Source: an optimization exercise on an open RTL-to-GDS flow (aim: small area). Production flows keep margins and buffers that such runs may drop.
The RTL was checked by simulation tests, not by an equivalence proof against the original design.
Power figures rest on the tool's default switching activity, not on a simulated workload.

// tdc_readout_top
module tdc_readout_top
#(
    parameter int FIFO_STAGES  = 4,
    parameter int STAGE_DEPTH  = 8,
    parameter int CLKS_PER_BIT = 64,
    parameter int READ_LIMIT   = 1024
) (
    input  wire            clkWizard,
    input  wire            finish_mem_reset,
    input  wire            measure_done,
    input  wire [31:0]     measure_word,
    input  wire            start_writing,
    input  wire            start_reading,
    output logic           led_write_err,
    output logic           led_write_stage,
    output logic           led_read_stage,
    output logic           tx
);
clock: 5.0 ns
lec_check: 0
cap_margin: 20
core_margin: 2
core_utilization: 65
cts_buf_list: sky130_fd_sc_hd__clkbuf_8
cts_cluster_diameter: 45
cts_cluster_size: 22
slew_margin: 20
standard.sh (not shown) runs the stock make flow with config.mk's settings and CLKGATE_MAP_FILE= SYNTH_SCRIPT=/design/flow/synth_recipe.tcl, a recipe that flattens the netlist after the stock synthesis.
==> flow/flow/run.sh <==
#!/bin/bash
set -euo pipefail
export BUFFER_PORTS_ARGS="-buffer_cell sky130_fd_sc_hd__buf_1"
bash standard.sh > make.log 2>&1
==> next run, changes <==
--- a/flow/config.mk
+++ b/flow/config.mk
@@ -8,7 +8,7 @@
 export CAP_MARGIN = 20
 export CORE_MARGIN = 2
-export CORE_UTILIZATION = 65
+export CORE_UTILIZATION = 60
 export CTS_BUF_LIST = sky130_fd_sc_hd__clkbuf_8
-export CTS_CLUSTER_DIAMETER = 45
-export CTS_CLUSTER_SIZE = 22
+export CTS_CLUSTER_DIAMETER = 60
+export CTS_CLUSTER_SIZE = 20
 export SLEW_MARGIN = 20
Count of clock-buffer cells in the layout drops by 14; cell area drops by 2.2%; worst setup slack is better by 0.080 ns; clock skew drops by 0.012 ns.
==> next run, changes <==
==> flow/run.sh (new file) <==
#!/bin/bash
# synth_recipe.tcl (not shown) runs the flow's synth.tcl, then flattens the netlist and writes it again
# the make line also repeats each setting of config.mk as NAME=value (left out here)
make -C /OpenROAD-flow-scripts/flow DESIGN_CONFIG=/design/flow/config.mk WORK_HOME=/design/flow/orfs CLKGATE_MAP_FILE= SYNTH_SCRIPT=/design/flow/synth_recipe.tcl finish
--- a/flow/config.mk
+++ b/flow/config.mk
@@ -8,7 +8,7 @@
 export CAP_MARGIN = 20
 export CORE_MARGIN = 2
-export CORE_UTILIZATION = 60
-export CTS_BUF_LIST = sky130_fd_sc_hd__clkbuf_8
+export CORE_UTILIZATION = 70
+export CTS_BUF_LIST = sky130_fd_sc_hd__clkbuf_16
 export CTS_CLUSTER_DIAMETER = 60
-export CTS_CLUSTER_SIZE = 20
+export CTS_CLUSTER_SIZE = 30
 export SLEW_MARGIN = 20
removed: flow/flow/run.sh
removed: flow/standard.sh
Power increases by about 4.3%.
Die area falls by about 14%.
Hold slack gains 0.0090 ns.
Fmax came out higher by about 1.9%.
Critical path depth increases by 1.
Cell area rises by 1.9%.
Cell count is lower by 3.6%.
Sequential power stays flat.
Worst setup slack gets better by 0.055 ns.
Via count is lower by 0.88%.

tdc_readout_top, a different RTL version from the one above (not shown whole).
Size: ~2000 cells after synthesis, about 1100 flip-flops, roughly 0.028 mm2 of cells after synthesis.
## tdc_readout_top
module tdc_readout_top
#(
    parameter int FIFO_STAGES  = 4,
    parameter int STAGE_DEPTH  = 8,
    parameter int CLKS_PER_BIT = 64,
    parameter int READ_LIMIT   = 1024
) (
    input  wire            clkWizard,
    input  wire            finish_mem_reset,
    input  wire            measure_done,
    input  wire [31:0]     measure_word,
    input  wire            start_writing,
    input  wire            start_reading,
    output logic           led_write_err,
    output logic           led_write_stage,
    output logic           led_read_stage,
    output logic           tx
);
    localparam int DEPTH = FIFO_STAGES * STAGE_DEPTH;    
    localparam int PAIRS = DEPTH / 2;
    localparam int CW    = $clog2(DEPTH + 1);            
    localparam int SW    = $clog2(DEPTH);                
    wire rst = finish_mem_reset;
    logic writing, reading;
    wire  idle = !writing && !reading;
    wire  writing_nx = !rst && (idle ? start_writing : (writing && !start_reading));
    wire  reading_nx = !rst && (reading || (idle ? !start_writing && start_reading
                                                 : (writing && start_reading)));
    always_ff @(posedge clkWizard) begin
        writing <= writing_nx;
        reading <= reading_nx;
    end
    logic [CW-1:0] cnt;
    wire           full = cnt[CW-1];
    logic          can_push;     
    wire           push = measure_done && can_push;
    always_ff @(posedge clkWizard) begin
        if (rst) begin
            led_write_err   <= 1'b0;
            led_write_stage <= 1'b0;
  ...
clock: 5.0 ns
lec_check: 0
cap_margin: 20
core_margin: 2
core_utilization: 60
cts_buf_list: sky130_fd_sc_hd__clkbuf_8
cts_cluster_diameter: 60
cts_cluster_size: 22
slew_margin: 20
run.sh (not shown) runs the stock make flow with config.mk's settings and CLKGATE_MAP_FILE= SYNTH_SCRIPT=/design/flow/synth_recipe.tcl, a recipe that flattens the netlist after the stock synthesis.
Stock flow here: none of the scripts above is used.
The baseline completed with no timing, DRC or antenna violations.
Next try:
==> flow/flow/run.sh (new file) <==
#!/bin/bash
set -euo pipefail
export BUFFER_PORTS_ARGS="-buffer_cell sky130_fd_sc_hd__buf_1"
export CTS_ARGS="-sink_clustering_enable -repair_clock_nets -sink_clustering_size 22 -sink_clustering_max_diameter 60 -buf_list {sky130_fd_sc_hd__clkbuf_4 sky130_fd_sc_hd__clkbuf_8} -dont_use_dummy_load"
bash standard.sh > make.log 2>&1
==> flow/standard.sh (new file) <==
#!/bin/bash
# synth_recipe.tcl (not shown) runs the flow's synth.tcl, then flattens the netlist and writes it again
# the make line also repeats each setting of config.mk as NAME=value (left out here)
make -C /OpenROAD-flow-scripts/flow DESIGN_CONFIG=/design/flow/config.mk WORK_HOME=/design/flow/orfs CLKGATE_MAP_FILE= SYNTH_SCRIPT=/design/flow/synth_recipe.tcl "${@:-finish}"
removed: flow/run.sh
- total power drops by 0.84%
- via count drops by 1.5%
- final cell count drops by 0.31%
- register-to-register slack degrades by 0.11 ns
- routed wire length drops by 1.1%
- count of clock-buffer cells in the layout drops by 3
- critical path depth stays the same
- area after synthesis is unchanged
Next try:
==> flow/flow/run.sh (replaced) <==
#!/bin/bash
set -euo pipefail
export BUFFER_PORTS_ARGS="-buffer_cell sky130_fd_sc_hd__buf_1"
export CTS_ARGS="-sink_clustering_enable -repair_clock_nets -sink_clustering_size 22 -sink_clustering_max_diameter 60 -buf_list sky130_fd_sc_hd__clkbuf_8 -dont_use_dummy_load"
bash standard.sh > make.log 2>&1
- CORE_UTILIZATION: 60 -> 66
Total power barely changes. Cell area came out lower by 0.53%. Die area decreases by 8.9%. Global-route usage is higher by 1.5 points.
Next try:
==> flow/flow/run.sh (replaced) <==
#!/bin/bash
set -euo pipefail
export BUFFER_PORTS_ARGS="-buffer_cell sky130_fd_sc_hd__buf_1"
export CTS_ARGS="-sink_clustering_enable -repair_clock_nets -sink_clustering_size 20 -sink_clustering_max_diameter 60 -buf_list sky130_fd_sc_hd__clkbuf_8 -dont_use_dummy_load"
bash standard.sh > make.log 2>&1
- CORE_UTILIZATION: 66 -> 70
Via count came out higher slightly.
Setup slack gets worse by 0.012 ns.
Clock skew came out lower by 0.023 ns.
Synthesized cell count stays the same.
Clock-buffer cell count came out higher by 4.
Sequential power is about the same.
Cell count came out lower slightly.
Routed wire length came out lower slightly.

## afterwards: timing with drivers on the ports
The flow's constraints put no driver on any port. The routed layouts listed below were extracted and timed again, unchanged, in two steps.
Step 1, drivers: a clkbuf_16 drives clkWizard and a buf_2 each remaining input, both assumed.
Step 2, shift: input delay + t, output delay - t, t = (earliest + latest rising clock arrival at the registers) / 2. This alone moves slack from input paths to output paths.
a / b / c = no drivers / after step 1 / after step 2; a / b = the first two.
| run | t, ns | setup WS [ns] | clock arrival spread, ns | slew at the worst register clock pin (ns) | pins driven straight from the clock port |
|---|---|---|---|---|---|
| the first run of note 1 | 0.712 | 1.935 / 1.935 / 1.771 | 0.049 / 0.049 | 0.12 / 0.12 | 1 |
| the second run of note 1 | 0.711 | 2.015 / 2.015 / 1.914 | 0.036 / 0.036 | 0.12 / 0.12 | 1 |
| the third run of note 1 | 0.658 | 2.070 / 2.070 / 1.489 | 0.024 / 0.024 | 0.10 / 0.10 | 1 |
| the first run of note 2 | 0.738 | 2.124 / 2.124 / 1.466 | 0.030 / 0.030 | 0.12 / 0.12 | 1 |
| the second run of note 2 | 0.709 | 2.012 / 2.012 / 1.890 | 0.055 / 0.055 | 0.12 / 0.12 | 1 |
| the third run of note 2 | 0.709 | 2.079 / 2.079 / 1.851 | 0.067 / 0.067 | 0.13 / 0.13 | 1 |
| the fourth run of note 2 | 0.723 | 2.068 / 2.068 / 1.855 | 0.044 / 0.044 | 0.11 / 0.11 | 1 |
After both steps setup and hold are still met in every run listed. For the first run of note 2, which loses most, drivers alone change the setup slack by 0.000 ns; drivers and shift together by -0.658 ns.
